Background: an optimization exercise with open tools, aiming at small area, a short achievable clock period and few clock cycles per item. Do not read the settings as production practice. RTL that was checked went through simulation tests only; none was proved equivalent to the original. For runs 1 and 4 to 6, only the layout was checked, not whether the RTL still works. No activity file was given, so power comes from the tool's default toggle rates.

## flow/design.v (module list and top-level ports; edited modules follow where they fit)
// module conv_engine: 3048 lines
// module cnn_fa: 7 lines
// module cnn_hai: 7 lines
// module cnn_ha: 7 lines
// module cnn_top: 265 lines
module cnn_top (
	input  wire         clk,
	input  wire         reset_b,
	input  wire         run,
	output logic        busy,
	output logic [11:0] in_rd_addr,
	input  wire  [15:0] in_rd_data,
	output logic [11:0] weights_rd_addr,
	input  wire  [15:0] weights_rd_data,
	output logic [28:0] out_wr
);
  // ...
==> flow/run.sh <==
#!/bin/bash
# synth_recipe.tcl (not shown) runs the flow's synth.tcl, then flattens the netlist and writes it again
# the make line also repeats each setting of config.mk as NAME=value (left out here)
make -C /OpenROAD-flow-scripts/flow DESIGN_CONFIG=/design/flow/config.mk WORK_HOME=/design/flow/orfs CLKGATE_MAP_FILE= SYNTH_SCRIPT=/design/flow/synth_recipe.tcl finish
==> flow/config.mk <==
export PLATFORM = sky130hd
export DESIGN_NAME = cnn_top
export DESIGN_NICKNAME = cnn_top
export VERILOG_FILES = /design/flow/design.v
export SDC_FILE = /design/flow/constraint.sdc
export NUM_CORES = 4
export LEC_CHECK = 0
export CAP_MARGIN = 20
export CORE_MARGIN = 2
export CORE_UTILIZATION = 50
export SETUP_SLACK_MARGIN = 5
export SLEW_MARGIN = 70
export SYNTH_HIERARCHICAL = 1
==> flow/constraint.sdc <==
create_clock -name core_clock -period 10.0 [get_ports {clk}]
set_input_delay 2.0000 -clock core_clock [delete_from_list [all_inputs] [get_ports {clk}]]
set_output_delay 2.0000 -clock core_clock [all_outputs]
set_load 0.01 [all_outputs]
==> metrics.csv, run 1 <==
metric;value;unit
status;complete, no violations;
cp.depth;9;
num_antenna_cells;1;
port_buffers;77;
synth.largest_area_cell;fa_1;
maxSlewViolCount;0;
cp.arrival;4590;ps
cts_max_level;2;
p_comb_share;43.8;%
tap_cells;837;
synth_cell_type_count;68;
period_needed;4100;ps
place_area;0.0327;mm^2
seq_share;33.3;%
grt_overflow;0;
dieArea;0.0642;mm^2
reg2reg_to;u_eng.q23$_DFF_P_;
power;8.71;mW
multi_input_area;0.0187;mm^2
vias;19537;
synth_top_area_share;35.1;%
critical_path.top_delay_family;adder cells;
utilization;56.2;%
postCtsSetupBuffers;0;
grt_pass1_wl;132;mm
yosys.area_share.simple;13.1;%
grt_pass1_vias;21199;
worst_hold_slack;326;ps
rrSetupSlack;5900;ps
antenna_found_initial;5;
clockBufferDepth;3;
wl_met3;8.14;mm
clock_sinks;521;
met2_usage;45.9;%
cp_common_cell;fa_1;
instances_no_fill;3549;
synthTopCellsByArea;fa_1 35%, dfxtp_1 27%, edfxtp_1 9.9%;
p_seq_share;32.8;%
postRouteAntennaNets;0;
boundaryPins;89;
==> run 2, diff against run 1 <==
--- a/flow/design.v
+++ b/flow/design.v
@@ -1677,18 +1677,18 @@
 	logic c1652;
 	logic s1653;
 	logic c1654;
 	logic s1655;
 	logic c1656;
 	logic s1657;
 	logic c1658;
 	logic s1659;
-	logic c1660;
-	logic s1661;
+	logic s1660;
+	logic c1661;
 	logic s1662;
 	logic c1663;
 	logic s1664;
 	logic c1665;
 	logic s1666;
 	logic c1667;
 	logic s1668;
 	logic c1669;
@@ -1771,23 +1771,49 @@
 	logic q58;
 	logic q59;
 	logic q60;
 	logic q61;
 	logic q62;
 	logic q63;
 	logic q64;
 	logic q65;
+	logic q66;
+	logic q67;
+	logic q68;
+	logic q69;
+	logic q70;
+	logic q71;
+	logic q72;
+	logic q73;
+	logic q74;
+	logic q75;
+	logic q76;
+	logic q77;
+	logic q78;
+	logic q79;
+	logic q80;
+	logic q81;
+	logic q82;
+	logic q83;
+	logic q84;
+	logic q85;
+	logic q86;
+	logic q87;
+	logic q88;
+	logic q89;
+	logic q90;
 	logic ra_q0;
 	logic ra_q1;
 	logic rb_q1;
 	logic ra_q2;
 	logic ra_q3;
 	logic rb_q3;
 	logic ra_q4;
+	logic rb_q4;
 	logic ra_q5;
 	logic rb_q5;
 	logic ra_q6;
 	logic rb_q6;
 	logic ra_q7;
 	logic rb_q7;
 	logic ra_q8;
 	logic rb_q8;
@@ -2871,157 +2897,183 @@
 	cnn_fa u_s1539 (.a(s1363), .b(c1454), .c(c1456), .s(s1539), .co(c1540));
 	cnn_fa u_s1541 (.a(s1463), .b(c1458), .c(c1460), .s(s1541), .co(c1542));
 	cnn_fa u_s1543 (.a(s1465), .b(s1467), .c(c1462), .s(s1543), .co(c1544));
 	cnn_fa u_s1545 (.a(c1464), .b(c1466), .c(c1468), .s(s1545), .co(c1546));
 	cnn_fa u_s1547 (.a(c1470), .b(s1471), .c(s1473), .s(s1547), .co(c1548));
 	cnn_fa u_s1549 (.a(c1372), .b(s1375), .c(s1477), .s(s1549), .co(c1550));
 	cnn_fa u_s1551 (.a(c1472), .b(c1474), .c(s1479), .s(s1551), .co(c1552));
 	cnn_fa u_s1553 (.a(c1376), .b(s1377), .c(c1478), .s(s1553), .co(c1554));
-	cnn_fa u_s1555 (.a(s1489), .b(c1488), .c(s1491), .s(s1555), .co(c1556));
-	cnn_fa u_s1557 (.a(s1395), .b(s1397), .c(s1493), .s(s1557), .co(c1558));
-	cnn_fa u_s1559 (.a(c1490), .b(c1492), .c(s1495), .s(s1559), .co(c1560));
-	cnn_fa u_s1561 (.a(s1405), .b(s1497), .c(c1494), .s(s1561), .co(c1562));
-	cnn_fa u_s1563 (.a(c1496), .b(s1499), .c(s1501), .s(s1563), .co(c1564));
-	cnn_fa u_s1565 (.a(s1417), .b(c1498), .c(c1500), .s(s1565), .co(c1566));
-	cnn_fa u_s1567 (.a(s1503), .b(c1502), .c(s1505), .s(s1567), .co(c1568));
-	cnn_fa u_s1569 (.a(s1427), .b(s1429), .c(c1504), .s(s1569), .co(c1570));
-	cnn_fa u_s1571 (.a(s1509), .b(c1506), .c(s1511), .s(s1571), .co(c1572));
-	cnn_fa u_s1573 (.a(c1508), .b(s1513), .c(s1515), .s(s1573), .co(c1574));
-	cnn_fa u_s1575 (.a(s1439), .b(s1441), .c(s1517), .s(s1575), .co(c1576));
-	cnn_fa u_s1577 (.a(c1510), .b(c1512), .c(c1514), .s(s1577), .co(c1578));
-	cnn_fa u_s1579 (.a(s1519), .b(c1516), .c(s1521), .s(s1579), .co(c1580));
-	cnn_fa u_s1581 (.a(s1451), .b(c1518), .c(s1525), .s(s1581), .co(c1582));
-	cnn_fa u_s1583 (.a(c1520), .b(c1522), .c(c1524), .s(s1583), .co(c1584));
-	cnn_fa u_s1585 (.a(s1527), .b(s1529), .c(s1531), .s(s1585), .co(c1586));
-	cnn_fa u_s1587 (.a(s1461), .b(c1526), .c(c1528), .s(s1587), .co(c1588));
-	cnn_fa u_s1589 (.a(c1530), .b(s1533), .c(c1532), .s(s1589), .co(c1590));
-	cnn_fa u_s1591 (.a(s1469), .b(c1534), .c(c1536), .s(s1591), .co(c1592));
-	cnn_fa u_s1593 (.a(s1539), .b(c1538), .c(s1541), .s(s1593), .co(c1594));
-	cnn_fa u_s1595 (.a(s1475), .b(c1540), .c(c1542), .s(s1595), .co(c1596));
-	cnn_fa u_s1597 (.a(s1545), .b(c1544), .c(s1547), .s(s1597), .co(c1598));
-	cnn_fa u_s1599 (.a(c1476), .b(s1549), .c(c1546), .s(s1599), .co(c1600));
-	cnn_fa u_s1601 (.a(s1481), .b(c1480), .c(c1550), .s(s1601), .co(c1602));
-	cnn_fa u_s1603 (.a(c1482), .b(s1483), .c(c1554), .s(s1603), .co(c1604));
-	cnn_hai u_s1605 (.a(q24), .b(q25), .s(s1605), .co(c1606));
-	cnn_hai u_s1607 (.a(q31), .b(q32), .s(s1607), .co(c1608));
-	cnn_fa u_s1609 (.a(q37), .b(q38), .c(q39), .s(s1609), .co(c1610));
-	cnn_hai u_s1611 (.a(q14), .b(q15), .s(s1611), .co(c1612));
-	cnn_fa u_s1613 (.a(q19), .b(q20), .c(q21), .s(s1613), .co(c1614));
-	cnn_fa u_s1615 (.a(q26), .b(q27), .c(q28), .s(s1615), .co(c1616));
-	cnn_hai u_s1617 (.a(q29), .b(q30), .s(s1617), .co(c1618));
-	cnn_fa u_s1619 (.a(q33), .b(q34), .c(q35), .s(s1619), .co(c1620));
-	cnn_fa u_s1621 (.a(q36), .b(c1606), .c(s1607), .s(s1621), .co(c1622));
-	cnn_fa u_s1623 (.a(q40), .b(q41), .c(q42), .s(s1623), .co(c1624));
-	cnn_fa u_s1625 (.a(q43), .b(c1608), .c(s1609), .s(s1625), .co(c1626));
-	cnn_fa u_s1627 (.a(q44), .b(q45), .c(q46), .s(s1627), .co(c1628));
-	cnn_fa u_s1629 (.a(q47), .b(q48), .c(c1610), .s(s1629), .co(c1630));
-	cnn_fa u_s1631 (.a(q49), .b(q50), .c(q51), .s(s1631), .co(c1632));
-	cnn_fa u_s1633 (.a(q53), .b(q54), .c(q55), .s(s1633), .co(c1634));
-	cnn_hai u_s1635 (.a(q58), .b(q59), .s(s1635), .co(c1636));
-	cnn_hai u_s1637 (.a(q10), .b(q11), .s(s1637), .co(c1638));
-	cnn_fa u_s1639 (.a(q16), .b(q17), .c(q18), .s(s1639), .co(c1640));
-	cnn_fa u_s1641 (.a(q22), .b(q23), .c(c1612), .s(s1641), .co(c1642));
-	cnn_fa u_s1643 (.a(s1605), .b(s1617), .c(c1614), .s(s1643), .co(c1644));
-	cnn_fa u_s1645 (.a(c1618), .b(c1616), .c(s1619), .s(s1645), .co(c1646));
-	cnn_fa u_s1647 (.a(c1620), .b(s1623), .c(c1622), .s(s1647), .co(c1648));
-	cnn_fa u_s1649 (.a(c1624), .b(s1627), .c(s1629), .s(s1649), .co(c1650));
-	cnn_fa u_s1651 (.a(q52), .b(c1628), .c(s1631), .s(s1651), .co(c1652));
-	cnn_fa u_s1653 (.a(q56), .b(q57), .c(c1632), .s(s1653), .co(c1654));
-	cnn_fa u_s1655 (.a(q60), .b(q61), .c(s1635), .s(s1655), .co(c1656));
-	cnn_hai u_s1657 (.a(q62), .b(q63), .s(s1657), .co(c1658));
-	assign s1661 = ~q64;
-	cnn_hai u_s1662 (.a(q7), .b(q8), .s(s1662), .co(c1663));
-	cnn_fa u_s1664 (.a(q12), .b(q13), .c(s1637), .s(s1664), .co(c1665));
-	cnn_fa u_s1666 (.a(c1638), .b(s1611), .c(s1639), .s(s1666), .co(c1667));
-	cnn_fa u_s1668 (.a(c1640), .b(s1613), .c(s1641), .s(s1668), .co(c1669));
-	cnn_fa u_s1670 (.a(s1615), .b(c1642), .c(s1643), .s(s1670), .co(c1671));
-	cnn_fa u_s1672 (.a(s1621), .b(c1644), .c(s1645), .s(s1672), .co(c1673));
-	cnn_fa u_s1674 (.a(c1646), .b(s1625), .c(s1647), .s(s1674), .co(c1675));
-	cnn_fa u_s1676 (.a(c1626), .b(c1648), .c(s1649), .s(s1676), .co(c1677));
-	cnn_fa u_s1678 (.a(c1630), .b(s1651), .c(c1650), .s(s1678), .co(c1679));
-	cnn_fa u_s1680 (.a(s1633), .b(s1653), .c(c1652), .s(s1680), .co(c1681));
-	cnn_fa u_s1682 (.a(c1634), .b(s1655), .c(c1654), .s(s1682), .co(c1683));
-	cnn_fa u_s1684 (.a(c1636), .b(s1657), .c(c1656), .s(s1684), .co(c1685));
-	cnn_fa u_s1686 (.a(q65), .b(s1661), .c(c1658), .s(s1686), .co(c1687));
+	cnn_hai u_s1555 (.a(q37), .b(q38), .s(s1555), .co(c1556));
+	cnn_hai u_s1557 (.a(q47), .b(q48), .s(s1557), .co(c1558));
+	cnn_hai u_s1559 (.a(q21), .b(q22), .s(s1559), .co(c1560));
+	cnn_fa u_s1561 (.a(q28), .b(q29), .c(q30), .s(s1561), .co(c1562));
+	cnn_fa u_s1563 (.a(q31), .b(q32), .c(q33), .s(s1563), .co(c1564));
+	cnn_fa u_s1565 (.a(q39), .b(q40), .c(q41), .s(s1565), .co(c1566));
+	cnn_fa u_s1567 (.a(q42), .b(q43), .c(q44), .s(s1567), .co(c1568));
+	cnn_hai u_s1569 (.a(q45), .b(q46), .s(s1569), .co(c1570));
+	cnn_fa u_s1571 (.a(q49), .b(q50), .c(q51), .s(s1571), .co(c1572));
+	cnn_fa u_s1573 (.a(q52), .b(q53), .c(q54), .s(s1573), .co(c1574));
+	cnn_fa u_s1575 (.a(q55), .b(c1556), .c(s1557), .s(s1575), .co(c1576));
+	cnn_fa u_s1577 (.a(q56), .b(q57), .c(q58), .s(s1577), .co(c1578));
+	cnn_fa u_s1579 (.a(q59), .b(q60), .c(q61), .s(s1579), .co(c1580));
+	cnn_fa u_s1581 (.a(q62), .b(q63), .c(c1558), .s(s1581), .co(c1582));
+	cnn_fa u_s1583 (.a(q64), .b(q65), .c(q66), .s(s1583), .co(c1584));
+	cnn_fa u_s1585 (.a(q67), .b(q68), .c(q69), .s(s1585), .co(c1586));
+	cnn_fa u_s1587 (.a(q71), .b(q72), .c(q73), .s(s1587), .co(c1588));
+	cnn_fa u_s1589 (.a(q9), .b(q10), .c(q11), .s(s1589), .co(c1590));
+	cnn_fa u_s1591 (.a(q15), .b(q16), .c(q17), .s(s1591), .co(c1592));
+	cnn_hai u_s1593 (.a(q18), .b(q19), .s(s1593), .co(c1594));
+	cnn_fa u_s1595 (.a(q23), .b(q24), .c(q25), .s(s1595), .co(c1596));
+	cnn_fa u_s1597 (.a(q26), .b(q27), .c(s1559), .s(s1597), .co(c1598));
+	cnn_fa u_s1599 (.a(q34), .b(q35), .c(q36), .s(s1599), .co(c1600));
+	cnn_fa u_s1601 (.a(c1560), .b(s1561), .c(s1563), .s(s1601), .co(c1602));
+	cnn_fa u_s1603 (.a(s1555), .b(s1569), .c(c1562), .s(s1603), .co(c1604));
+	cnn_fa u_s1605 (.a(c1564), .b(s1565), .c(s1567), .s(s1605), .co(c1606));
+	cnn_fa u_s1607 (.a(c1570), .b(c1566), .c(c1568), .s(s1607), .co(c1608));
+	cnn_fa u_s1609 (.a(s1571), .b(s1573), .c(s1575), .s(s1609), .co(c1610));
+	cnn_fa u_s1611 (.a(c1572), .b(c1574), .c(s1577), .s(s1611), .co(c1612));
+	cnn_fa u_s1613 (.a(s1579), .b(s1581), .c(c1576), .s(s1613), .co(c1614));
+	cnn_fa u_s1615 (.a(q70), .b(c1578), .c(c1580), .s(s1615), .co(c1616));
+	cnn_fa u_s1617 (.a(s1583), .b(s1585), .c(c1582), .s(s1617), .co(c1618));
+	cnn_fa u_s1619 (.a(q74), .b(q75), .c(q76), .s(s1619), .co(c1620));
+	cnn_fa u_s1621 (.a(c1584), .b(c1586), .c(s1587), .s(s1621), .co(c1622));
+	cnn_fa u_s1623 (.a(q77), .b(q78), .c(q79), .s(s1623), .co(c1624));
+	cnn_fa u_s1625 (.a(q80), .b(q81), .c(c1588), .s(s1625), .co(c1626));
+	cnn_fa u_s1627 (.a(q82), .b(q83), .c(q84), .s(s1627), .co(c1628));
+	cnn_hai u_s1629 (.a(q85), .b(q86), .s(s1629), .co(c1630));
+	cnn_hai u_s1631 (.a(q87), .b(q88), .s(s1631), .co(c1632));
+	cnn_hai u_s1633 (.a(q12), .b(q13), .s(s1633), .co(c1634));
+	cnn_fa u_s1635 (.a(q20), .b(s1593), .c(c1590), .s(s1635), .co(c1636));
+	cnn_fa u_s1637 (.a(c1594), .b(c1592), .c(s1595), .s(s1637), .co(c1638));
+	cnn_fa u_s1639 (.a(c1596), .b(s1599), .c(c1598), .s(s1639), .co(c1640));
+	cnn_fa u_s1641 (.a(c1600), .b(s1603), .c(c1602), .s(s1641), .co(c1642));
+	cnn_fa u_s1643 (.a(c1604), .b(c1606), .c(s1607), .s(s1643), .co(c1644));
+	cnn_fa u_s1645 (.a(c1608), .b(s1611), .c(c1610), .s(s1645), .co(c1646));
+	cnn_fa u_s1647 (.a(c1612), .b(s1615), .c(s1617), .s(s1647), .co(c1648));
+	cnn_fa u_s1649 (.a(s1619), .b(c1616), .c(s1621), .s(s1649), .co(c1650));
+	cnn_fa u_s1651 (.a(c1620), .b(s1623), .c(s1625), .s(s1651), .co(c1652));
+	cnn_fa u_s1653 (.a(s1629), .b(c1624), .c(s1627), .s(s1653), .co(c1654));
+	cnn_fa u_s1655 (.a(q89), .b(c1630), .c(s1631), .s(s1655), .co(c1656));
+	assign s1659 = ~q90;
+	cnn_hai u_s1660 (.a(q6), .b(q7), .s(s1660), .co(c1661));
+	cnn_fa u_s1662 (.a(q14), .b(s1633), .c(s1589), .s(s1662), .co(c1663));
+	cnn_fa u_s1664 (.a(c1634), .b(s1591), .c(s1635), .s(s1664), .co(c1665));
+	cnn_fa u_s1666 (.a(s1597), .b(c1636), .c(s1637), .s(s1666), .co(c1667));
+	cnn_fa u_s1668 (.a(c1638), .b(s1601), .c(s1639), .s(s1668), .co(c1669));
+	cnn_fa u_s1670 (.a(s1605), .b(c1640), .c(s1641), .s(s1670), .co(c1671));
+	cnn_fa u_s1672 (.a(s1609), .b(c1642), .c(s1643), .s(s1672), .co(c1673));
+	cnn_fa u_s1674 (.a(s1613), .b(c1644), .c(s1645), .s(s1674), .co(c1675));
+	cnn_fa u_s1676 (.a(c1614), .b(s1647), .c(c1646), .s(s1676), .co(c1677));
+	cnn_fa u_s1678 (.a(c1618), .b(s1649), .c(c1648), .s(s1678), .co(c1679));
+	cnn_fa u_s1680 (.a(c1622), .b(s1651), .c(c1650), .s(s1680), .co(c1681));
+	cnn_fa u_s1682 (.a(c1626), .b(s1653), .c(c1652), .s(s1682), .co(c1683));
+	cnn_fa u_s1684 (.a(c1628), .b(s1655), .c(c1654), .s(s1684), .co(c1685));
+	cnn_fa u_s1686 (.a(s1659), .b(c1632), .c(c1656), .s(s1686), .co(c1687));
 	always_ff @(posedge clk) begin
 		q0 <= s961;
 		q1 <= s967;
 		q2 <= s1217;
 		q3 <= s1485;
 		q4 <= c1486;
 		q5 <= s1487;
-		q6 <= s1555;
-		q7 <= c1556;
-		q8 <= s1557;
-		q9 <= s1559;
-		q10 <= c1558;
-		q11 <= c1560;
-		q12 <= s1561;
-		q13 <= s1563;
-		q14 <= s1507;
-		q15 <= c1562;
-		q16 <= c1564;
-		q17 <= s1565;
-		q18 <= s1567;
-		q19 <= c1566;
-		q20 <= c1568;
-		q21 <= s1569;
-		q22 <= s1571;
-		q23 <= s1573;
-		q24 <= s1523;
-		q25 <= c1570;
-		q26 <= c1572;
-		q27 <= c1574;
-		q28 <= s1575;
-		q29 <= s1577;
-		q30 <= s1579;
-		q31 <= c1576;
-		q32 <= c1578;
-		q33 <= c1580;
-		q34 <= s1581;
-		q35 <= s1583;
-		q36 <= s1585;
-		q37 <= s1535;
-		q38 <= s1537;
-		q39 <= c1582;
-		q40 <= c1584;
-		q41 <= c1586;
-		q42 <= s1587;
-		q43 <= s1589;
-		q44 <= s1543;
-		q45 <= c1588;
-		q46 <= c1590;
-		q47 <= s1591;
-		q48 <= s1593;
-		q49 <= c1592;
-		q50 <= c1594;
-		q51 <= s1595;
-		q52 <= s1597;
-		q53 <= c1548;
-		q54 <= s1551;
-		q55 <= c1596;
-		q56 <= c1598;
-		q57 <= s1599;
-		q58 <= s1553;
-		q59 <= c1552;
-		q60 <= c1600;
-		q61 <= s1601;
-		q62 <= c1602;
-		q63 <= s1603;
-		q64 <= c1484;
-		q65 <= c1604;
+		q6 <= c1488;
+		q7 <= s1489;
+		q8 <= s1491;
+		q9 <= s1395;
+		q10 <= s1397;
+		q11 <= c1490;
+		q12 <= c1492;
+		q13 <= s1493;
+		q14 <= s1495;
+		q15 <= s1405;
+		q16 <= c1494;
+		q17 <= c1496;
+		q18 <= s1497;
+		q19 <= s1499;
+		q20 <= s1501;
+		q21 <= s1417;
+		q22 <= c1498;
+		q23 <= c1500;
+		q24 <= c1502;
+		q25 <= s1503;
+		q26 <= s1505;
+		q27 <= s1507;
+		q28 <= s1427;
+		q29 <= s1429;
+		q30 <= c1504;
+		q31 <= c1506;
+		q32 <= c1508;
+		q33 <= s1509;
+		q34 <= s1511;
+		q35 <= s1513;
+		q36 <= s1515;
+		q37 <= s1439;
+		q38 <= s1441;
+		q39 <= c1510;
+		q40 <= c1512;
+		q41 <= c1514;
+		q42 <= c1516;
+		q43 <= s1517;
+		q44 <= s1519;
+		q45 <= s1521;
+		q46 <= s1523;
+		q47 <= s1451;
+		q48 <= c1518;
+		q49 <= c1520;
+		q50 <= c1522;
+		q51 <= c1524;
+		q52 <= s1525;
+		q53 <= s1527;
+		q54 <= s1529;
+		q55 <= s1531;
+		q56 <= s1461;
+		q57 <= c1526;
+		q58 <= c1528;
+		q59 <= c1530;
+		q60 <= c1532;
+		q61 <= s1533;
+		q62 <= s1535;
+		q63 <= s1537;
+		q64 <= s1469;
+		q65 <= c1534;
+		q66 <= c1536;
+		q67 <= c1538;
+		q68 <= s1539;
+		q69 <= s1541;
+		q70 <= s1543;
+		q71 <= s1475;
+		q72 <= c1540;
+		q73 <= c1542;
+		q74 <= c1544;
+		q75 <= s1545;
+		q76 <= s1547;
+		q77 <= c1476;
+		q78 <= c1546;
+		q79 <= c1548;
+		q80 <= s1549;
+		q81 <= s1551;
+		q82 <= s1481;
+		q83 <= c1480;
+		q84 <= c1550;
+		q85 <= c1552;
+		q86 <= s1553;
+		q87 <= c1482;
+		q88 <= s1483;
+		q89 <= c1554;
+		q90 <= c1484;
 		ra_q0 <= q0;
 		ra_q1 <= q1;
 		rb_q1 <= q2;
 		ra_q2 <= q3;
 		ra_q3 <= q4;
 		rb_q3 <= q5;
-		ra_q4 <= q6;
-		ra_q5 <= q9;
+		ra_q4 <= q8;
+		rb_q4 <= s1660;
+		ra_q5 <= c1661;
 		rb_q5 <= s1662;
 		ra_q6 <= c1663;
 		rb_q6 <= s1664;
 		ra_q7 <= c1665;
 		rb_q7 <= s1666;
 		ra_q8 <= c1667;
 		rb_q8 <= s1668;
 		ra_q9 <= c1669;
@@ -3037,21 +3089,21 @@
 		ra_q14 <= c1679;
 		rb_q14 <= s1680;
 		ra_q15 <= c1681;
 		rb_q15 <= s1682;
 		ra_q16 <= c1683;
 		rb_q16 <= s1684;
 		ra_q17 <= c1685;
 		rb_q17 <= s1686;
-		ra_q18 <= q64;
+		ra_q18 <= q90;
 		rb_q18 <= c1687;
 	end
 	assign ra = {~ra_q18, ~ra_q17, ~ra_q16, ~ra_q15, ~ra_q14, ~ra_q13, ~ra_q12, ~ra_q11, ~ra_q10, ~ra_q9, ~ra_q8, ~ra_q7, ~ra_q6, ~ra_q5, ~ra_q4, ~ra_q3, ~ra_q2, ~ra_q1, ~ra_q0};
-	assign rb = {~rb_q18, ~rb_q17, ~rb_q16, ~rb_q15, ~rb_q14, ~rb_q13, ~rb_q12, ~rb_q11, ~rb_q10, ~rb_q9, ~rb_q8, ~rb_q7, ~rb_q6, ~rb_q5, 1'b0, ~rb_q3, 1'b0, ~rb_q1, 1'b0};
+	assign rb = {~rb_q18, ~rb_q17, ~rb_q16, ~rb_q15, ~rb_q14, ~rb_q13, ~rb_q12, ~rb_q11, ~rb_q10, ~rb_q9, ~rb_q8, ~rb_q7, ~rb_q6, ~rb_q5, ~rb_q4, ~rb_q3, 1'b0, ~rb_q1, 1'b0};
 endmodule
 module cnn_fa (
 	input  wire  a, b, c,
 	output logic s, co
 );
 	assign s  = a ^ b ^ c;
 	assign co = (a & b) | (a & c) | (b & c);
 endmodule
==> flow/config.mk (replaced) <==
export PLATFORM = sky130hd
export DESIGN_NAME = cnn_top
export DESIGN_NICKNAME = cnn_top
export VERILOG_FILES = /design/flow/design.v
export SDC_FILE = /design/flow/constraint.sdc
export NUM_CORES = 4
export LEC_CHECK = 0
export CAP_MARGIN = 20
export CORE_MARGIN = 2
export CORE_UTILIZATION = 50
export CTS_BUF_LIST = sky130_fd_sc_hd__clkbuf_8
export SETUP_SLACK_MARGIN = 5
export SLEW_MARGIN = 70
export SYNTH_HIERARCHICAL = 1
==> metrics.csv, run 2 <==
metric;value;unit;change
synth_warnings;14;;
clockRootBuffer;clkbuf_8;;
antenna_found_initial;3;;-2
maxSlewViolCount;0;;unchanged
hold_viol_final;0;;
switchingPower;3.36;mW;
drc;0;;
grtUsageTotal;29.0;%;
synthCells;2599;;
ys.flop_type;dfxtp_1;;
finalSetupViolations;0;;
grt_pass1_wl;136;mm;+2.5%
grt_max_degree;38;;
area_growth;11.2;%;
boundaryPins;89;;unchanged
synth-seq-cells;547;;
p_per_area;253;mW/mm^2;
synth_edf_count;102;;
synth.largest_area_cell;fa_1;;
final_cell_mix;544 x fa_1, 519 x nand2_1, 388 x dfxtp_1;;
required;8000;ps;
max_freq;0.274;GHz;
slowest_stage;clkdlybuf4s50_1;;
synth_cell_type_count;66;;-2.9%
fill_cells;5324;;
p_sw_share;37.8;%;
wl_per_cell;24.9;um;
vias;19881;;+1.8%
postCtsSetupBuffers;0;;unchanged
reg_top3;kw: 72 flops, op: 72 flops;;
ff_latch_area;0.0121;mm^2;
synth_top_area_share;34.6;%;-0.53 points
worstSetupPathType;flip-flop to output port;;
cts_resized;0;;
final_common_cell;fa_1;;
initial_core_util;50.3;%;
power;8.87;mW;+1.9%
cp.arrival;1650;ps;-2940 ps
period_share;36.5;%;
fp.dieW;255;um;
cts_max_level;3;;+1
nets;3360;;
coreArea;0.0626;mm^2;
clkPwrFrac;22.2;%;
seq_area_frac_synth;38.0;%;
cp-start-kind;flip-flop;;
netlist_area;0.0315;mm^2;
critical_path.top_delay_family;buffers and inverters;;
cts_tree;built;;
synth_most_common_cell;fa_1;;
cp_num_buf_inv;1;;
period_needed;3650;ps;-451 ps
clockBufferDepth;3;;unchanged
multi_input_area;0.0185;mm^2;-0.66%
endpoint_kind;output port;;
clock_sinks;547;;+5.0%
fin_setup_tns;0;ps;
numCtsBuffers;91;;
rsz0062_at_grt;no;;
fin_skew;33.7;ps;
total_leakage_power;13.5;nW;
grt_overflow;0;;unchanged
die_h;255;um;
rows;92;;
holdBufCountCts;0;;
globalplace.congestion;1.01;;
place_area;0.0331;mm^2;+1.3%
drive_gt1_share;12.0;%;
dieArea;0.0650;mm^2;+1.3%
hp-class;flip-flop to flip-flop;;
status;complete, no violations;;
grt_pass1_vias;21650;;+2.1%
clk_pin_slew;60;ps;
dpl.hpwl;72.9;mm;
crit_path_cell_trace;clkdlybuf4s50_1;;
drt-initial-drc-count;1484;;
p_seq_share;34.1;%;+1.3 points
port_buffers;77;;unchanged
p_comb_share;43.6;%;-0.2 points
final_area;0.0350;mm^2;
routed_wl;90.4;mm;
clock_latency;690;ps;
synth_commonest_cells;544 x fa_1, 520 x nand2_1, 445 x dfxtp_1;;
synthTopCellsByArea;fa_1 35%, dfxtp_1 28%, edfxtp_1 9.7%;;
dr.pass1.iters;6;;
ir_drop;0.216;mV;
avgSynthCellArea;12.1;um^2;
postRouteAntennaNets;0;;unchanged
worst-path-max-fanout;5;;
viasPerCell;5.47;;
internal_power;5.52;mW;
slowest_delay;570;ps;
synthArstFlopShare;0;%;
maxCapViolCount;0;;
[run 2: cell types whose count changed after synthesis, moves of 6 or more]
cell	before	now
a211oi_1	15	21
dfxtp_1	419	445
inv_1	111	119
nand2_1	526	520
a21oi_1	60	54
[run 2: worst reg2reg max path: cells and delay by family (launching register included)]
family / cells / cell delay (ps)
adder cells (fa/ha/maj): 5 / 2610
flip-flops: 1 / 440
AND/OR/NAND/NOR: 1 / 120
buffers and inverters: 1 / 260
[run 2: cell type report]
type / instances / area share (%)
antenna: 3 / 0.0214
clock buffer: 108 / 4.24
clock inverter: 56 / 1.03
inverter: 119 / 1.28
multi-input combinational: 1835 / 52.9
sequential: 547 / 34.4
tap: 846 / 3.02
timing repair buffer: 120 / 3.06
[run 2: cell families (layout without fill, tap and decap cells)]
family | after synthesis | in the layout | share of synthesized area (%)
flops | 547 | 547 | 38.0
mux | 80 | 80 | 2.83
other cells | 2 | 16 | 0.0238
fa+ha+maj | 611 | 611 | 37.2
compound gates | 201 | 201 | 4.10
simple gates | 879 | 879 | 12.8
buf+inv | 228 | 403 | 3.58
xor+xnor | 51 | 51 | 1.42
[run 2: worst paths after layout]
path / from / endpoint / cells past startpoint / slack [ps]
min: u_eng.q8$_DFF_P_ / u_eng.ra_q4$_DFF_P_ / 0 / 320
max: wa[0]$_SDFFE_PN0P_ / weights_rd_addr[0] / 1 / 6350
min reg2reg: u_eng.q8$_DFF_P_ / u_eng.ra_q4$_DFF_P_ / 0 / 320
max reg2reg: kw[1][6]$_DFFE_PP_ / u_eng.q27$_DFF_P_ / 7 / 6460
[run 2: power groups by stage]
stage / Sequential [mW] / Clock [mW] / Combinational [mW]
after floorplan: 2.94 / 0 / 2.52
after global placement: 3.08 / 0 / 3.69
after detailed placement: 3.08 / 0 / 3.88
after CTS: 3.03 / 2.04 / 3.89
after global routing: 3.07 / 2.13 / 4.40
final: 3.03 / 1.97 / 3.87
[run 2: per-stage QoR]
step                setup WS, ps  util [%]  std cells  hold WS [ps]
global placement            6340      52.3       3432           313
detailed placement          6460      52.9       3464           312
global route                6270      55.9       3633           327
floorplan                   6830         -       2610           310
CTS                         6280      55.8       3628           322
finish                      6350      55.9       3634           321
[run 2: per-layer routing]
layer,part of all wire [%],vias to the layer above,track usage (%)
met5,0,-,0
met4,3.7,0,11.5
met3,9.4,208,9.39
met2,45,848,45.0
met1,42,10244,37.8
li1,-,8581,-
[run 2: modules after synthesis (local to each module, per instance)]
module,copies in the design,flops+latches
cnn_top,1,420
conv_engine,1,127
cnn_hai,9,0
cnn_fa,541,0
cnn_ha,4,0
Testbench counts of run 2, summed over its fixed seeds: cycles 144,886, items 32,549.
==> run 3, diff against run 2 <==
--- a/flow/config.mk
+++ b/flow/config.mk
@@ -8,7 +8,6 @@
 export CAP_MARGIN = 20
 export CORE_MARGIN = 2
 export CORE_UTILIZATION = 50
-export CTS_BUF_LIST = sky130_fd_sc_hd__clkbuf_8
 export SETUP_SLACK_MARGIN = 5
 export SLEW_MARGIN = 70
 export SYNTH_HIERARCHICAL = 1
==> metrics.csv, run 3 <==
metric;value;unit;change
status;complete, no violations;;
postRouteAntennaNets;0;;unchanged
postCtsSetupBuffers;0;;unchanged
cts_tree;built;;
fin_skew;42.5;ps;+8.75 ps
total_leakage_power;13.4;nW;-0.90%
worst-path-max-fanout;5;;unchanged
synth-seq-cells;547;;unchanged
coreArea;0.0626;mm^2;unchanged
synth_commonest_cells;544 x fa_1, 520 x nand2_1, 445 x dfxtp_1;;
grt_pass1_wl;135;mm;-0.14%
drive_gt1_share;10.9;%;-1.1 points
fill_cells;5302;;-0.41%
boundaryPins;89;;unchanged
final_cell_mix;544 x fa_1, 519 x nand2_1, 387 x dfxtp_1;;
initial_core_util;50.3;%;unchanged
viasPerCell;5.49;;+0.44%
utilization;56.0;%;+0.10 points
crit_path_cell_trace;clkdlybuf4s50_1;;
grt_max_degree;38;;unchanged
final_common_cell;fa_1;;
dpl.hpwl;72.9;mm;unchanged
slowest_delay;580;ps;about the same
hold_viol_final;0;;unchanged
vias;19650;;-1.2%
pre_cts_ws;6460;ps;unchanged
area_growth;11.4;%;
synthCells;2599;;unchanged
netlist_area;0.0315;mm^2;unchanged
die_h;255;um;unchanged
clock_sinks;547;;unchanged
fp.dieW;255;um;unchanged
cts_max_level;2;;-1
slowest_stage;clkdlybuf4s50_1;;
cp.arrival;1600;ps;-50 ps
synthTopCellsByArea;fa_1 35%, dfxtp_1 28%, edfxtp_1 9.7%;;
clock_latency;650;ps;-40 ps
synth_warnings;14;;unchanged
clockRootBuffer;clkbuf_16;;
power;9.03;mW;+1.8%
hp-class;flip-flop to flip-flop;;
synth_top_area_share;34.6;%;unchanged
synth_cell_type_count;66;;unchanged
instances_no_fill;3576;;-1.6%
port_buffers;77;;unchanged
routed_wl;90.2;mm;-0.31%
reg_top3;kw: 72 flops, op: 72 flops;;
synthArstFlopShare;0;%;unchanged
worst_slack;6400;ps;+45.7 ps
dieArea;0.0650;mm^2;unchanged
clk_pin_slew;60;ps;about the same
maxSlewViolCount;0;;unchanged
period_share;36.0;%;-0.46 points
finalSetupViolations;0;;unchanged
ir_drop;0.210;mV;-2.8%
drc;0;;unchanged
nets;3327;;-0.98%
grtUsageTotal;28.9;%;-0.079 points
required;8000;ps;about the same
holdBufCountCts;0;;unchanged
antenna_found_initial;1;;-2
synth_edf_count;102;;unchanged
grt_pass1_vias;21282;;-1.7%
cp_num_buf_inv;1;;unchanged
critical_path.top_delay_family;buffers and inverters;;
grt_overflow;0;;unchanged
worstSetupPathType;flip-flop to output port;;
fin_setup_tns;0;ps;unchanged
numCtsBuffers;57;;-37%
cts_resized;0;;unchanged
rsz0062_at_grt;no;;
synth.largest_area_cell;fa_1;;
drt-initial-drc-count;1443;;-2.8%
rows;92;;unchanged
cp-start-kind;flip-flop;;
maxCapViolCount;0;;unchanged
max_freq;0.277;GHz;+1.3%
p_per_area;257;mW/mm^2;+1.6%
clockBufferDepth;3;;unchanged
post-place-cells;3464;;unchanged
dr.pass1.iters;8;;+2
seq_area_frac_synth;38.0;%;unchanged
period_needed;3600;ps;-45.7 ps
synth_most_common_cell;fa_1;;
wl_per_cell;25.2;um;+1.3%
endpoint_kind;output port;;
avgSynthCellArea;12.1;um^2;unchanged
globalplace.congestion;1.01;;unchanged
ys.flop_type;dfxtp_1;;
[run 3: Yosys stat by module (local to each module, per instance)]
module       cell area (um^2)  copies in the design
conv_engine              5610                     1
cnn_fa                   20.0                   541
cnn_hai                  27.5                     9
cnn_ha                   12.5                     4
cnn_top                 14800                     1
[run 3: logic make-up after synthesis]
| logic type | after synthesis | share of synthesized area [%] |
|---|---|---|
| AO/OA/AOI/OAI | 201 | 4.10 |
| XOR/XNOR | 51 | 1.42 |
| adder cells (fa/ha/maj) | 611 | 37.2 |
| buffers and inverters | 228 | 3.58 |
| flip-flops | 547 | 38.0 |
| multiplexers | 80 | 2.83 |
| other | 2 | 0.0238 |
| AND/OR/NAND/NOR | 879 | 12.8 |
[run 3: through the flow]
step	hold WS (ps)	cell area [um^2]
after floorplan	310	31500
after global routing	327	35100
final	319	35100
after detailed placement	312	33100
after CTS	322	35000
after global placement	313	32800
[run 3: final timing paths]
check                      from             endpoint  slack (ps)  cells past startpoint
min reg2reg    u_eng.q8$_DFF_P_  u_eng.ra_q4$_DFF_P_         320                      0
max          wa[0]$_SDFFE_PN0P_   weights_rd_addr[0]        6400                      1
min            u_eng.q8$_DFF_P_  u_eng.ra_q4$_DFF_P_         320                      0
max reg2reg  kw[1][6]$_DFFE_PP_    u_eng.q27$_DFF_P_        6450                      7
[run 3: final cells by class]
cell class	instances	area [um^2]	share of cell area, %
Multi-Input combinational cell	1835	18500	52.8
Sequential cell	547	12100	34.4
Clock buffer	78	1600	4.55
Timing Repair Buffer	121	1080	3.07
Tap cell	846	1060	3.02
Inverter	119	447	1.27
Clock inverter	29	310	0.884
Antenna cell	1	2.50	0.00713
[run 3: report_power, final]
group / switching [mW] / internal, mW / total (mW) / leakage [nW]
logic: 2.17 / 1.70 / 3.87 / 7.82
clock network: 0.911 / 1.23 / 2.14 / 0.936
registers: 0.281 / 2.75 / 3.03 / 4.65
total: 3.36 / 5.68 / 9.03 / 13.4
[run 3: per-layer routing]
layer	share of wire [%]	vias to the layer above	global-route usage, %	wire length (um)
li1	-	8482	-	-
met1	42	10148	38.5	37500
met2	45	812	45.4	40900
met3	9.3	208	8.60	8400
met4	3.7	0	9.74	3330
met5	0	-	0	0
==> module cnn_top, before the edit <==
module cnn_top (
	input  wire         clk,
	input  wire         reset_b,
	input  wire         run,
	output logic        busy,
	output logic [11:0] in_rd_addr,
	input  wire  [15:0] in_rd_data,
	output logic [11:0] weights_rd_addr,
	input  wire  [15:0] weights_rd_data,
	output logic [28:0] out_wr
);
	localparam int DRAIN_CYC = 5;
	logic        st_sz0, st_sz1, st_first, st_fetch, st_drain;
	logic [11:0] colptr;    
	logic [11:0] cn;        
	logic [5:0]  hw;        
	logic [1:0]  r;         
	logic        r3;        
	logic [5:0]  mcnt;      
	logic [5:0]  pcnt;      
	logic        mlast;     
	logic        plast;     
	logic        mfirst;    
	logic [2:0]  dcnt;
	logic [15:0] rdata_q;   
	logic        is_end;
	logic        step_end, img_end;
	logic [11:0] a_int, a_next;
	logic        trig_a, trig_b, trig_c;
	logic        last_a, last_b, last_c;
	assign is_end   = (rdata_q == 16'hFFFF);
	assign step_end = st_fetch && r3;
	assign img_end  = step_end && mlast && plast;
	always_ff @(posedge clk) begin
		if (!reset_b) begin
			busy     <= 1'b0;
			st_sz0   <= 1'b0;
			st_sz1   <= 1'b0;
			st_first <= 1'b0;
			st_fetch <= 1'b0;
			st_drain <= 1'b0;
			trig_a   <= 1'b0;
			in_rd_addr <= '0;
		end else begin
			trig_a   <= st_fetch && (r == 2'd1) && !mfirst;
			st_sz0   <= img_end;
			st_sz1   <= st_sz0 || run;
			st_first <= st_sz1;
			st_fetch <= (st_first && !is_end) || (st_fetch && !img_end);
			st_drain <= (st_first && is_end) || (st_drain && dcnt != 3'd0);
			if (run)
				busy <= 1'b1;
			else if (st_drain && dcnt == 3'd0)
				busy <= 1'b0;
			in_rd_addr <= a_next;
		end
	end
	always_comb begin
		if (st_sz0 || img_end)
			a_next = a_int + 12'd1;
		else if ((st_first && !is_end) || (st_fetch && !r3))
			a_next = a_int + {6'd0, hw};
		else if (step_end)
			a_next = cn;
		else if (st_sz1)
			a_next = a_int;
		else if (run)
			a_next = 12'd1;
		else
			a_next = '0;
	end
	always_ff @(posedge clk) begin
		a_int  <= a_next;
		last_a <= st_fetch && (r == 2'd1) && mlast && plast;
		dcnt   <= st_drain ? dcnt - 3'd1 : 3'(DRAIN_CYC);
		cn     <= colptr + 12'd1 + (mlast ? {6'd0, hw} : 12'd0);
		if (st_sz1) begin
			colptr <= a_int;
			hw     <= in_rd_data[6:1];
		end
		if (st_first) begin
			mcnt   <= hw - 6'd1;
			pcnt   <= hw - 6'd2;
			mlast  <= (hw == 6'd1);
			plast  <= (hw == 6'd2);
			mfirst <= 1'b1;
			r      <= 2'd1;
			r3     <= 1'b0;
		end
		if (st_fetch) begin
			r  <= r + 2'd1;
			r3 <= (r == 2'd2);
			if (r3) begin
				mfirst <= mlast;
				colptr <= cn;
				if (!mlast) begin
					mcnt  <= mcnt - 6'd1;
					mlast <= (mcnt == 6'd1);
				end else begin
					mcnt  <= hw - 6'd1;
					mlast <= (hw == 6'd1);
					pcnt  <= pcnt - 6'd1;
					plast <= (pcnt == 6'd1);
				end
			end
		end
	end
	logic [2:0]  wa;
	logic [4:0]  ldph;
	logic [15:0] kw [5];
	assign weights_rd_addr = {9'd0, wa};
	always_ff @(posedge clk) begin
		if (!reset_b) begin
			wa   <= '0;
			ldph <= '0;
		end else begin
			ldph <= {ldph[3:0], run};
			if (run)
				wa <= 3'd1;
			else if (wa != 3'd0)
				wa <= (wa == 3'd4) ? 3'd0 : wa + 3'd1;
		end
	end
	always_ff @(posedge clk) begin
		for (int w = 0; w < 5; w++)
			if (ldph[w])
				kw[w] <= weights_rd_data;
	end
	logic [15:0] d1, d2, d3, d4, d5;
	logic [7:0]  d6h, d7h;
	always_ff @(posedge clk) begin
		rdata_q <= in_rd_data;
		d1  <= rdata_q;
		d2  <= d1;
		d3  <= d2;
		d4  <= d3;
		d5  <= d4;
		d6h <= d5[15:8];
		d7h <= d6h;
	end
	logic [3:1] ex;
	logic [3:1] exl;
	logic       grp_ld;
	always_ff @(posedge clk) begin
		if (!reset_b) begin
			trig_b <= 1'b0;
			trig_c <= 1'b0;
			ex     <= '0;
		end else begin
			trig_b <= trig_a;
			trig_c <= trig_b;
			ex     <= {ex[2:1], trig_c};
		end
	end
	always_ff @(posedge clk) begin
		last_b <= last_a;
		last_c <= last_b;
		exl    <= {exl[2:1], last_c};
	end
	assign grp_ld = ex[1] | ex[2];
	logic [7:0] op [3][3];
	logic [7:0] kt [3][3];
	always_ff @(posedge clk) begin
		op[0][0] <= grp_ld ? d7h       : d5[7:0];
		op[0][1] <= grp_ld ? d3[7:0]   : d5[15:8];
		op[0][2] <= grp_ld ? d3[15:8]  : d1[7:0];
		op[1][0] <= grp_ld ? d6h       : d4[7:0];
		op[1][1] <= grp_ld ? d2[7:0]   : d4[15:8];
		op[1][2] <= grp_ld ? d2[15:8]  : rdata_q[7:0];
		op[2][0] <= grp_ld ? d5[15:8]  : d3[7:0];
		op[2][1] <= grp_ld ? d1[7:0]   : d3[15:8];
		op[2][2] <= grp_ld ? d1[15:8]  : in_rd_data[7:0];
	end
	always_comb begin
		for (int i = 0; i < 3; i++)
			for (int j = 0; j < 3; j++)
				kt[i][j] = ((3 * i + j) % 2 == 0) ? kw[(3 * i + j) / 2][15:8]
				                                  : kw[(3 * i + j) / 2][7:0];
	end
	logic [18:0] ra, rb;
	logic [1:0]  s_first, s_done, s_last;
	conv_engine u_eng (
		.clk (clk),
		.k0 (kt[0][0]), .k1 (kt[0][1]), .k2 (kt[0][2]),
		.k3 (kt[1][0]), .k4 (kt[1][1]), .k5 (kt[1][2]),
		.k6 (kt[2][0]), .k7 (kt[2][1]), .k8 (kt[2][2]),
		.p0 (op[0][0]), .p1 (op[0][1]), .p2 (op[0][2]),
		.p3 (op[1][0]), .p4 (op[1][1]), .p5 (op[1][2]),
		.p6 (op[2][0]), .p7 (op[2][1]), .p8 (op[2][2]),
		.ra (ra),
		.rb (rb)
	);
	always_ff @(posedge clk) begin
		if (!reset_b) begin
			s_first <= '0;
			s_done  <= '0;
		end else begin
			s_first <= {s_first[0], trig_c};
			s_done  <= {s_done[0], ex[3]};
		end
		s_last <= {s_last[0], exl[3]};
	end
	logic [18:0] sum;
	logic [6:0]  clipped, clip_q;
	logic        c_first, c_done, c_last;
	logic [6:0]  pool;
	logic        res_valid, res_last;
	assign sum = ra + rb;
	always_comb begin
		if (sum[18])
			clipped = 7'd0;
		else if (|sum[17:7])
			clipped = 7'd127;
		else
			clipped = sum[6:0];
	end
	always_ff @(posedge clk) begin
		if (!reset_b) begin
			c_first   <= 1'b0;
			c_done    <= 1'b0;
			res_valid <= 1'b0;
		end else begin
			c_first   <= s_first[1];
			c_done    <= s_done[1];
			res_valid <= c_done;
		end
		c_last   <= s_last[1];
		res_last <= c_last;
		clip_q   <= clipped;
		pool     <= (c_first || clip_q > pool) ? clip_q : pool;
	end
	logic        have_hi;
	logic [11:0] oaddr, oa_int;
	logic        wr_en, wr_int;
	logic [6:0]  hi_q, lo_q;
	assign out_wr = {wr_en, oaddr, 1'b0, hi_q, 1'b0, lo_q};
	always_ff @(posedge clk) begin
		if (!reset_b) begin
			have_hi <= 1'b0;
			wr_en   <= 1'b0;
			oaddr   <= '0;
		end else begin
			wr_en <= res_valid && (have_hi || res_last);
			if (run)
				oaddr <= '0;
			else if (wr_int)
				oaddr <= oa_int + 12'd1;
			if (res_valid)
				have_hi <= !have_hi && !res_last;
		end
	end
	always_ff @(posedge clk) begin
		wr_int <= res_valid && (have_hi || res_last);
		if (run)
			oa_int <= '0;
		else if (wr_int)
			oa_int <= oa_int + 12'd1;
	end
	always_ff @(posedge clk) begin
		if (res_valid && !have_hi)
			hi_q <= pool;
		if (res_valid)
			lo_q <= have_hi ? pool : 7'd0;
	end
endmodule
==> run 4, diff against run 3 <==
--- a/flow/design.v
+++ b/flow/design.v
@@ -3240,11 +3240,10 @@
 			wa   <= '0;
 			ldph <= '0;
 		end else begin
-			ldph <= {ldph[3:0], run};
-			if (run)
-				wa <= 3'd1;
-			else if (wa != 3'd0)
-				wa <= (wa == 3'd4) ? 3'd0 : wa + 3'd1;
+			ldph  <= {ldph[3:0], run};
+			wa[0] <= run | ldph[1];
+			wa[1] <= ldph[0] | ldph[1];
+			wa[2] <= ldph[2];
 		end
 	end
 	always_ff @(posedge clk) begin
==> flow/flow/run.sh (new file) <==
#!/bin/bash
set -euo pipefail
cd "$(dirname "$0")/.."
export SETUP_SLACK_MARGIN=6.5
bash standard.sh > flow_make.log 2>&1
==> flow/standard.sh (new file) <==
#!/bin/bash
# synth_recipe.tcl (not shown) runs the flow's synth.tcl, then flattens the netlist and writes it again
# the make line also repeats each setting of config.mk as NAME=value (left out here)
make -C /OpenROAD-flow-scripts/flow DESIGN_CONFIG=/design/flow/config.mk WORK_HOME=/design/flow/orfs CLKGATE_MAP_FILE= SYNTH_SCRIPT=/design/flow/synth_recipe.tcl "${@:-finish}"
--- a/flow/config.mk
+++ b/flow/config.mk
@@ -8,6 +8,5 @@
 export CAP_MARGIN = 20
 export CORE_MARGIN = 2
 export CORE_UTILIZATION = 50
-export SETUP_SLACK_MARGIN = 5
 export SLEW_MARGIN = 70
 export SYNTH_HIERARCHICAL = 1
removed: flow/run.sh
==> metrics.csv, run 4 <==
metric;value;unit;change
cp-start-kind;flip-flop;;
maxCapViolCount;0;;unchanged
switchingPower;3.30;mW;-1.7%
clockBufferDepth;3;;unchanged
rrSetupSlack;6530;ps;+80 ps
dpl.hpwl;69.5;mm;-4.7%
drive_gt1_share;13.6;%;+2.7 points
p_comb_share;42.2;%;-0.6 points
crit_path_cell_trace;nand2_1 -> fa_1 -> fa_1 -> fa_1 -> fa_1 -> fa_1;;
die_h;255;um;about the same
viasPerCell;5.55;;+1.0%
whs_endpoint;s_last[1]$_DFF_P_;;
worstHoldPathCells;0;;unchanged
fill_cells;5248;;-1.0%
synth_most_common_cell;fa_1;;
ys.flop_type;dfxtp_1;;
vias;20044;;+2.0%
status;complete, no violations;;
routed_wl;88.2;mm;-2.2%
endpoint_kind;flip-flop;;
pre_cts_ws;6490;ps;+23.9 ps
worst-path-max-fanout;8;;+3
cts_max_level;2;;unchanged
rows;92;;unchanged
finalSetupViolations;0;;unchanged
port_buffers;77;;unchanged
synthTopCellsByArea;fa_1 35%, dfxtp_1 28%, edfxtp_1 9.7%;;
hp-class;flip-flop to flip-flop;;
coreArea;0.0626;mm^2;unchanged
fin_setup_tns;0;ps;unchanged
total_leakage_power;13.9;nW;+3.5%
postRouteAntennaNets;0;;unchanged
globalplace.congestion;1.03;;+2.1%
required;10470;ps;+2470 ps
final_area;0.0355;mm^2;+1.2%
place_area;0.0330;mm^2;-0.25%
cts_tree;built;;
maxSlewViolCount;0;;unchanged
synth.largest_area_cell;fa_1;;
rr_startpoint;kw[4][12]$_DFFE_PP_;;
initial_core_util;50.3;%;about the same
drt-initial-drc-count;1344;;-6.9%
slowest_delay;720;ps;+140 ps
reg_top3;kw: 72 flops, op: 72 flops;;
reg2reg_to;u_eng.q36$_DFF_P_;;
grt_pass1_vias;21885;;+2.8%
ir_drop;0.193;mV;-7.9%
p_seq_share;33.6;%;about the same
wl_per_cell;24.4;um;-3.1%
clock_latency;630;ps;-20 ps
synth_cell_type_count;64;;-3.0%
hold_viol_final;0;;unchanged
cp_common_cell;fa_1;;
period_needed;3470;ps;-139 ps
hp-start;s_last[0]$_DFF_P_;;
worst_slack;6530;ps;+139 ps
grt_pass1_wl;134;mm;-1.4%
slowest_stage;fa_1;;
netlist_area;0.0315;mm^2;about the same
ff_latch_area;0.0121;mm^2;about the same
synth_edf_count;102;;unchanged
seq_area_frac_synth;37.9;%;-0.065 points
fin_skew;45.6;ps;+3.11 ps
avgSynthCellArea;12.1;um^2;about the same
power;9.00;mW;-0.34%
p_sw_share;36.7;%;-0.49 points
boundaryPins;89;;unchanged
fp.dieW;255;um;about the same
grt_overflow;0;;unchanged
final_common_cell;fa_1;;
dieArea;0.0650;mm^2;about the same
cp.arrival;3940;ps;+2340 ps
synth_commonest_cells;544 x fa_1, 525 x nand2_1, 444 x dfxtp_1;;
multi_input_area;0.0186;mm^2;about the same
grtUsageTotal;28.3;%;-0.56 points
synth_top_area_share;34.6;%;about the same
worstSetupPathType;flip-flop to flip-flop;;
max_freq;0.289;GHz;+4.0%
internal_power;5.70;mW;+0.43%
clkPwrFrac;24.3;%;+0.6 points
reg2regPathDepth;6;;-1
p_per_area;253;mW/mm^2;-1.6%
antenna_found_initial;2;;+1
synthArstFlopShare;0;%;unchanged
period_share;34.7;%;-1.4 points
final_cell_mix;521 x fa_1, 520 x nand2_1, 376 x dfxtp_1;;
synth_warnings;14;;unchanged
area_growth;12.8;%;
synth-seq-cells;546;;-0.18%
clock_sinks;546;;-0.18%
rsz0062_at_grt;yes;;
grt_max_degree;39;;+2.6%
synthCells;2601;;+0.077%
drc;0;;unchanged
clk_pin_slew;70;ps;about the same
dr.pass1.iters;7;;-1
clockRootBuffer;clkbuf_16;;
nets;3359;;+0.96%
numCtsBuffers;55;;-3.5%
## run 4: changes by cell type in the layout (fill, tap and decap cells not counted), moves of 11 or more
cell,previous run,this run
a21oi_1,52,63
dlygate4sd2_1,0,32
fa_1,544,521
buf_4,16,59
fa_2,0,23
dfxtp_1,387,376
nor2_1,65,54
clkdlybuf4s50_1,77,37
buf_2,22,9
## run 4: final cells by class
type | instances | area share (%)
diodes | 3 | 0.0211
clock buffers | 75 | 4.58
clock inverters | 29 | 0.972
inverters | 117 | 1.24
multi-input cells | 1832 | 52.3
flip-flops and latches | 546 | 33.9
well taps | 846 | 2.98
repair buffers | 163 | 4.03
## run 4: modules after synthesis, one instance, submodules excluded
module,copies in the design,area (um^2),flip-flops and latches
conv_engine,1,5610,127
cnn_ha,4,12.5,0
cnn_top,1,14800,419
cnn_fa,541,20.0,0
cnn_hai,9,27.5,0
## run 4: stage by stage
stage                     std cells  utilization, %  hold slack, ps
after floorplan                2612               -             310
after global placement         3424            52.2             310
after detailed placement       3460            52.8             312
after CTS                      3574            56.0             325
after global routing           3610            56.7             325
final                          3611            56.7             320
## run 4: how the worst max path moves through the flow
stage                                  start                  to  slack (ps)  cells past startpoint
CTS                 in_rd_addr[7]$_SDFF_PN0_       in_rd_addr[7]        6500                      1
finish                   kw[4][12]$_DFFE_PP_   u_eng.q36$_DFF_P_        6530                      6
floorplan                 kw[0][8]$_DFFE_PP_   u_eng.q36$_DFF_P_        6830                      7
detailed placement       kw[0][11]$_DFFE_PP_   u_eng.q70$_DFF_P_        6490                      7
global placement          ldph[3]$_SDFF_PN0_  weights_rd_addr[2]        6340                      1
global route             kw[4][12]$_DFFE_PP_   u_eng.q36$_DFF_P_        6480                      6
## run 4: logic make-up (layout without fill, tap and decap cells)
group,after synthesis,in the layout,share of synthesized area [%]
and+or+nand+nor,874,874,12.8
DFF,546,546,37.9
xor gates and xnor gates,52,52,1.45
AOI/OAI and AO/OA,206,206,4.16
buffers and inverters,234,384,3.71
muxes,78,78,2.77
other,2,16,0.0238
adders and majority gates,609,609,37.2
## run 4: timing repair
item | CTS | global route
cloned | 0 | 0
pin swaps | 0 | 6
hold buffers | 0 | 0
gates resized for setup | 34 | 74
buffers inserted | 10 | 31
endpoints found under the setup margin | 41 | 38
## run 4: worst max-delay path: cells and delay by family, from the launching register on
kind                     cells  cell delay (ps)
flip-flops                   1              580
adder cells (fa/ha/maj)      5             2580
AND/OR/NAND/NOR              1              140
## run 4: power groups by stage
stage | logic (mW) | clock network (mW) | registers [mW]
2_1_floorplan | 2.54 | 0 | 2.93
3_3_place_gp | 3.60 | 0 | 3.07
3_5_place_dp | 3.78 | 0 | 3.07
4_1_cts | 3.80 | 2.24 | 3.03
5_1_grt | 4.34 | 2.32 | 3.07
6_report | 3.80 | 2.18 | 3.02
## run 4: layer usage
layer / GRT usage, % / part of all wire, %
met5: 0 / 0
met4: 12.6 / 4.6
met3: 9.59 / 11
met2: 44.0 / 45
met1: 36.1 / 39
==> run 5, diff against run 4 <==
==> flow/flow/run.sh (replaced) <==
#!/bin/bash
set -euo pipefail
cd "$(dirname "$0")/.."
export SETUP_SLACK_MARGIN=7.5
bash standard.sh > flow_make.log 2>&1
==> metrics.csv, run 5 <==
metric;value;unit;change
status;complete, no violations;;
nets;3437;;+2.3%
fin_skew;68.4;ps;+22.9 ps
cts_max_level;2;;unchanged
cp-start-kind;flip-flop;;
hp-start;last_b$_DFF_P_;;
drc;0;;unchanged
synth_commonest_cells;544 x fa_1, 525 x nand2_1, 444 x dfxtp_1;;
ir_drop;0.232;mV;+20%
clk_pin_slew;60;ps;about the same
holdBufCountCts;0;;unchanged
maxCapViolCount;0;;unchanged
rrSetupSlack;6600;ps;+60 ps
vias;20215;;+0.85%
initial_core_util;50.3;%;unchanged
cp.arrival;3860;ps;-80 ps
synth_compound_area_share;4.16;%;unchanged
synth-xor-area-share;1.45;%;unchanged
hold_viol_final;0;;unchanged
postRouteAntennaNets;0;;unchanged
synthAdderAreaFrac;37.2;%;unchanged
power;9.45;mW;+5.0%
seq_area_frac_synth;37.9;%;unchanged
endpoint_kind;flip-flop;;
final_cell_mix;485 x nand2_1, 389 x fa_2, 341 x dfxtp_1;;
synth_top_area_share;34.6;%;unchanged
synth_most_common_cell;fa_1;;
grt_overflow;0;;unchanged
wl_per_cell;25.3;um;+3.6%
worst_hold_slack;325;ps;+5.01 ps
crit_path_cell_trace;buf_6 -> buf_6 -> and2_4 -> fa_2 -> fa_2 -> fa_2 -> fa_2 -> fa_1;;
area_growth;19.8;%;
total_leakage_power;14.2;nW;+2.6%
slowest_delay;540;ps;-180 ps
fill_cells;5035;;-4.1%
routed_wl;93.3;mm;+5.8%
synth.largest_area_cell;fa_1;;
globalplace.congestion;0.984;;-4.3%
startpoint;kw[1][3]$_DFFE_PP_;;
port_buffers;77;;unchanged
slowest_stage;fa_2;;
period_share;34.0;%;-0.61 points
p_per_area;250;mW/mm^2;-1.2%
cts_tree;built;;
instances_no_fill;3685;;+2.0%
boundaryPins;89;;unchanged
reg_top3;kw: 72 flops, op: 72 flops;;
finalSetupViolations;0;;unchanged
worst_slack;6600;ps;+60.8 ps
clock_latency;640;ps;about the same
period_needed;3400;ps;-60.8 ps
synthTopCellsByArea;fa_1 35%, dfxtp_1 28%, edfxtp_1 9.7%;;
synthCells;2601;;unchanged
rr_startpoint;kw[1][3]$_DFFE_PP_;;
fin_setup_tns;0;ps;unchanged
viasPerCell;5.49;;-1.2%
synth-seq-cells;546;;unchanged
final_common_cell;nand2_1;;
dieArea;0.0650;mm^2;unchanged
max_freq;0.294;GHz;+1.8%
grt_pass1_wl;137;mm;+2.5%
clock_sinks;546;;unchanged
worst-path-max-fanout;3;;-5
clockBufferDepth;3;;unchanged
numCtsBuffers;54;;-1.8%
drive_gt1_share;37.1;%;+23 points
maxSlewViolCount;0;;unchanged
pre_cts_ws;6440;ps;-51.7 ps
dpl.hpwl;72.7;mm;+4.6%
synth_mux_area_share;2.77;%;unchanged
grt_pass1_vias;21750;;-0.62%
avgSynthCellArea;12.1;um^2;unchanged
netlist_area;0.0315;mm^2;unchanged
cp_common_cell;fa_2;;
synthArstFlopShare;0;%;unchanged
num_antenna_cells;0;;-3
synth_edf_count;102;;unchanged
grt_max_degree;39;;unchanged
clockRootBuffer;clkbuf_16;;
rsz0062_at_grt;yes;;
post-place-cells;3470;;+0.29%
worstSetupPathType;flip-flop to flip-flop;;
synth_top_family_by_area;adder cells;;
dr.pass1.iters;5;;-2
ys.flop_type;dfxtp_1;;
rows;92;;unchanged
yosys.area_share.simple;12.8;%;unchanged
final_area;0.0377;mm^2;+6.2%
grtUsageTotal;29.4;%;+1.1 points
synth_cell_type_count;64;;unchanged
place_area;0.0338;mm^2;+2.4%
coreArea;0.0626;mm^2;unchanged
required;10460;ps;about the same
synth_warnings;14;;unchanged
drt-initial-drc-count;1597;;+19%
antenna_found_initial;1;;-1
utilization;60.3;%;+3.5 points
hp-class;flip-flop to flip-flop;;
fp.dieW;255;um;unchanged
die_h;255;um;unchanged
-- run 5: changes by cell type in the layout (fill, tap and decap cells not counted), sizes merged, moves of 3 or more --
cell / change
buf: +130
dlygate4sd2: -31
clkinv: +4
diode: -3
clkbuf: -5
clkinvlp: -5
clkdlybuf4s50: -5
dlymetal6s2s: -8
-- run 5: critical path, delay by kind of cell (launching register included) --
family	cells	cell delay (ps)
fa+ha+maj	5	2280
buf+inv	2	310
flops	1	510
simple gates	1	140
-- run 5: Yosys stat by module (local to each module, per instance) --
module	flip-flops and latches	cells	cell area [um^2]
conv_engine	127	801	5610
cnn_ha	0	1	12.5
cnn_top	419	1210	14800
cnn_hai	0	5	27.5
cnn_fa	0	1	20.0
-- run 5: kinds of logic (layout without fill, tap and decap cells) --
logic type,after synthesis,count (layout)
AOI/OAI and AO/OA,206,206
xor gates and xnor gates,52,52
adders and majority gates,609,609
buffers and inverters,234,461
DFF,546,546
muxes,78,78
other,2,13
and+or+nand+nor,874,874
-- run 5: path summary, 6_finish.rpt --
| check | end | depth (start not counted) |
|---|---|---|
| setup reg to reg | u_eng.q63$_DFF_P_ | 8 |
| setup / recovery | u_eng.q63$_DFF_P_ | 8 |
| hold reg to reg | last_c$_DFF_P_ | 0 |
| hold / removal | last_c$_DFF_P_ | 0 |
-- run 5: routing by layer --
metal,track usage [%],wire length (um)
met1,39.1,38100
met5,0,0
met3,8.28,8470
met4,10.6,3700
met2,46.4,43000
-- run 5: power by group --
group | total (mW) | internal (mW) | switching (mW)
Combinational | 4.39 | 2.01 | 2.38
Clock | 2.03 | 1.16 | 0.874
Sequential | 3.03 | 2.75 | 0.283
-- run 5: area by class of cell --
cell class / instances / area (um^2) / area share (%)
repair buffers: 242 / 2240 / 5.93
multi-input cells: 1832 / 20100 / 53.2
clock buffers: 77 / 1540 / 4.07
clock inverters: 25 / 258 / 0.683
well taps: 846 / 1060 / 2.80
inverters: 117 / 439 / 1.16
flip-flops and latches: 546 / 12100 / 32.2
-- run 5: repair_timing --
item | CTS | global route
gates cloned | 1 | 0
pin swaps | 198 | 138
hold endpoints to repair | 0 | 0
setup endpoints to repair | 169 | 158
resized for setup | 516 | 129
buffers inserted | 89 | 23
==> run 6, diff against run 5 <==
==> flow/flow/run.sh (replaced) <==
#!/bin/bash
set -euo pipefail
cd "$(dirname "$0")/.."
export SETUP_SLACK_MARGIN=7.0
bash standard.sh > flow_make.log 2>&1
==> metrics.csv, run 6 <==
metric;value;unit;change
netlist_area;0.0315;mm^2;unchanged
dr.pass1.iters;6;;+1
boundaryPins;89;;unchanged
synthTopCellsByArea;fa_1 35%, dfxtp_1 28%, edfxtp_1 9.7%;;
synthAdderAreaFrac;37.2;%;unchanged
worst-path-max-fanout;8;;+5
grt_pass1_vias;21441;;-1.4%
initial_core_util;50.3;%;unchanged
holdBufCountCts;0;;unchanged
dpl.hpwl;70.3;mm;-3.3%
synth-xor-area-share;1.45;%;unchanged
grt_max_degree;38;;-2.6%
grt_overflow;0;;unchanged
clk_pin_slew;60;ps;about the same
avgSynthCellArea;12.1;um^2;unchanged
rsz0062_at_grt;yes;;
synthArstFlopShare;0;%;unchanged
finalSetupViolations;0;;unchanged
clock_latency;650;ps;about the same
reg_top3;kw: 72 flops, op: 72 flops;;
cts_tree;built;;
synth.largest_area_cell;fa_1;;
antenna_found_initial;4;;+3
wl_per_cell;23.9;um;-5.6%
cp-start-kind;flip-flop;;
drt-initial-drc-count;1546;;-3.2%
max_freq;0.296;GHz;+0.66%
synth_commonest_cells;544 x fa_1, 525 x nand2_1, 444 x dfxtp_1;;
final_common_cell;nand2_1;;
clock_sinks;546;;unchanged
fill_cells;5041;;+0.12%
dieArea;0.0650;mm^2;unchanged
yosys.area_share.simple;12.8;%;unchanged
status;complete, no violations;;
p_per_area;247;mW/mm^2;-1.6%
nets;3430;;-0.20%
grt_pass1_wl;132;mm;-3.5%
coreArea;0.0626;mm^2;unchanged
period_needed;3380;ps;-22.3 ps
ys.flop_type;dfxtp_1;;
area_growth;19.6;%;
globalplace.congestion;1.02;;+4.1%
maxSlewViolCount;0;;unchanged
endpoint_kind;flip-flop;;
fin_skew;33.5;ps;-35.0 ps
required;10500;ps;+40 ps
clockBufferDepth;3;;unchanged
synth_compound_area_share;4.16;%;unchanged
synth_top_area_share;34.6;%;unchanged
synth_mux_area_share;2.77;%;unchanged
die_h;255;um;unchanged
fin_setup_tns;0;ps;unchanged
postRouteAntennaNets;0;;unchanged
synth_edf_count;102;;unchanged
rows;92;;unchanged
drc;0;;unchanged
cp.arrival;3890;ps;+30 ps
worstSetupPathType;flip-flop to flip-flop;;
viasPerCell;5.43;;-0.99%
synth_most_common_cell;fa_1;;
synth_warnings;14;;unchanged
vias;19994;;-1.1%
total_leakage_power;14.3;nW;+0.37%
ir_drop;0.153;mV;-34%
synth_top_family_by_area;adder cells;;
seq_area_frac_synth;37.9;%;unchanged
clockRootBuffer;clkbuf_16;;
grtUsageTotal;27.8;%;-1.6 points
period_share;33.8;%;-0.22 points
rrSetupSlack;6620;ps;+20 ps
fp.dieW;255;um;unchanged
==> run 6: cell counts after synthesis <==
No cell type changed its count.
==> run 6: repair_timing <==
| item | in CTS | in global routing |
|---|---|---|
| gates cloned | 0 | 0 |
| setup endpoints to repair | 127 | 121 |
| resized for setup | 584 | 149 |
| setup buffers | 119 | 20 |
| pin swaps | 221 | 138 |
==> run 6: worst max-delay path, cell delays in order (launching register included) <==
cell and delay (ps):
edfxtp_1 560, and2_4 220, fa_2 580, fa_2 480, fa_2 420, fa_2 560
fa_2 420
==> run 6: per-layer routing <==
| layer | vias to the layer above | global-route usage (%) | wire length (um) |
|---|---|---|---|
| met5 | - | 0 | 0 |
| met4 | 0 | 7.69 | 2310 |
| met1 | 10347 | 38.9 | 37500 |
| li1 | 8689 | - | - |
| met3 | 178 | 7.05 | 8300 |
| met2 | 780 | 43.5 | 39900 |
==> run 6: path summary, 6_finish.rpt <==
kind                                          from                 to  cells after the start
worst max-delay path            kw[3][2]$_DFFE_PP_  u_eng.q55$_DFF_P_                      6
worst min-delay path                last_c$_DFF_P_     exl[1]$_DFF_P_                      0
worst min register to register      last_c$_DFF_P_     exl[1]$_DFF_P_                      0
worst max register to register  kw[3][2]$_DFFE_PP_  u_eng.q55$_DFF_P_                      6
==> run 6: cell families after synthesis <==
kind of cell,count (synthesis)
xor+xnor,52
simple gates,874
mux,78
buf+inv,234
fa+ha+maj,609
compound gates,206
other cells,2
flops,546
==> run 6: report_power, final <==
part           internal [mW]  switching [mW]
clock network           1.36           0.935
registers               2.74           0.258
logic                   1.84            2.15
==> run 6: area by class of cell <==
type                    instances  area (um^2)  share of cell area, %
multi-input cells            1832        19700                   52.4
flip-flops and latches        546        12100                   32.2
repair buffers                231         2200                   5.85
clock buffers                  86         1830                   4.86
well taps                     846         1060                   2.81
inverters                     117          439                   1.17
clock inverters                22          259                  0.688
diodes                          1         2.50                0.00664
==> run 6: stage by stage <==
stage,utilization (%),area (um^2),std cells,setup slack (ps)
3_3_place_gp,52.6,32900,3423,6300
6_report,60.1,37700,3681,6620
4_1_cts,59.1,37000,3659,6640
2_1_floorplan,-,31800,2612,6940
3_5_place_dp,52.9,33100,3432,6490
5_1_grt,60.1,37700,3680,6580
==> run 6: Yosys stat by module (local to each module, per instance) <==
module / cell area, um^2 / cells
cnn_hai: 27.5 / 5
cnn_top: 14800 / 1210
cnn_fa: 20.0 / 1
conv_engine: 5610 / 801
cnn_ha: 12.5 / 1

Check on run 6: ideal ports give 6.617 ns setup slack; a clkbuf_16 on the clock port and buf_2 on the inputs give 6.617 ns; moving port delays by the midpoint clock arrival (0.696 ns) as well gives 6.483 ns.
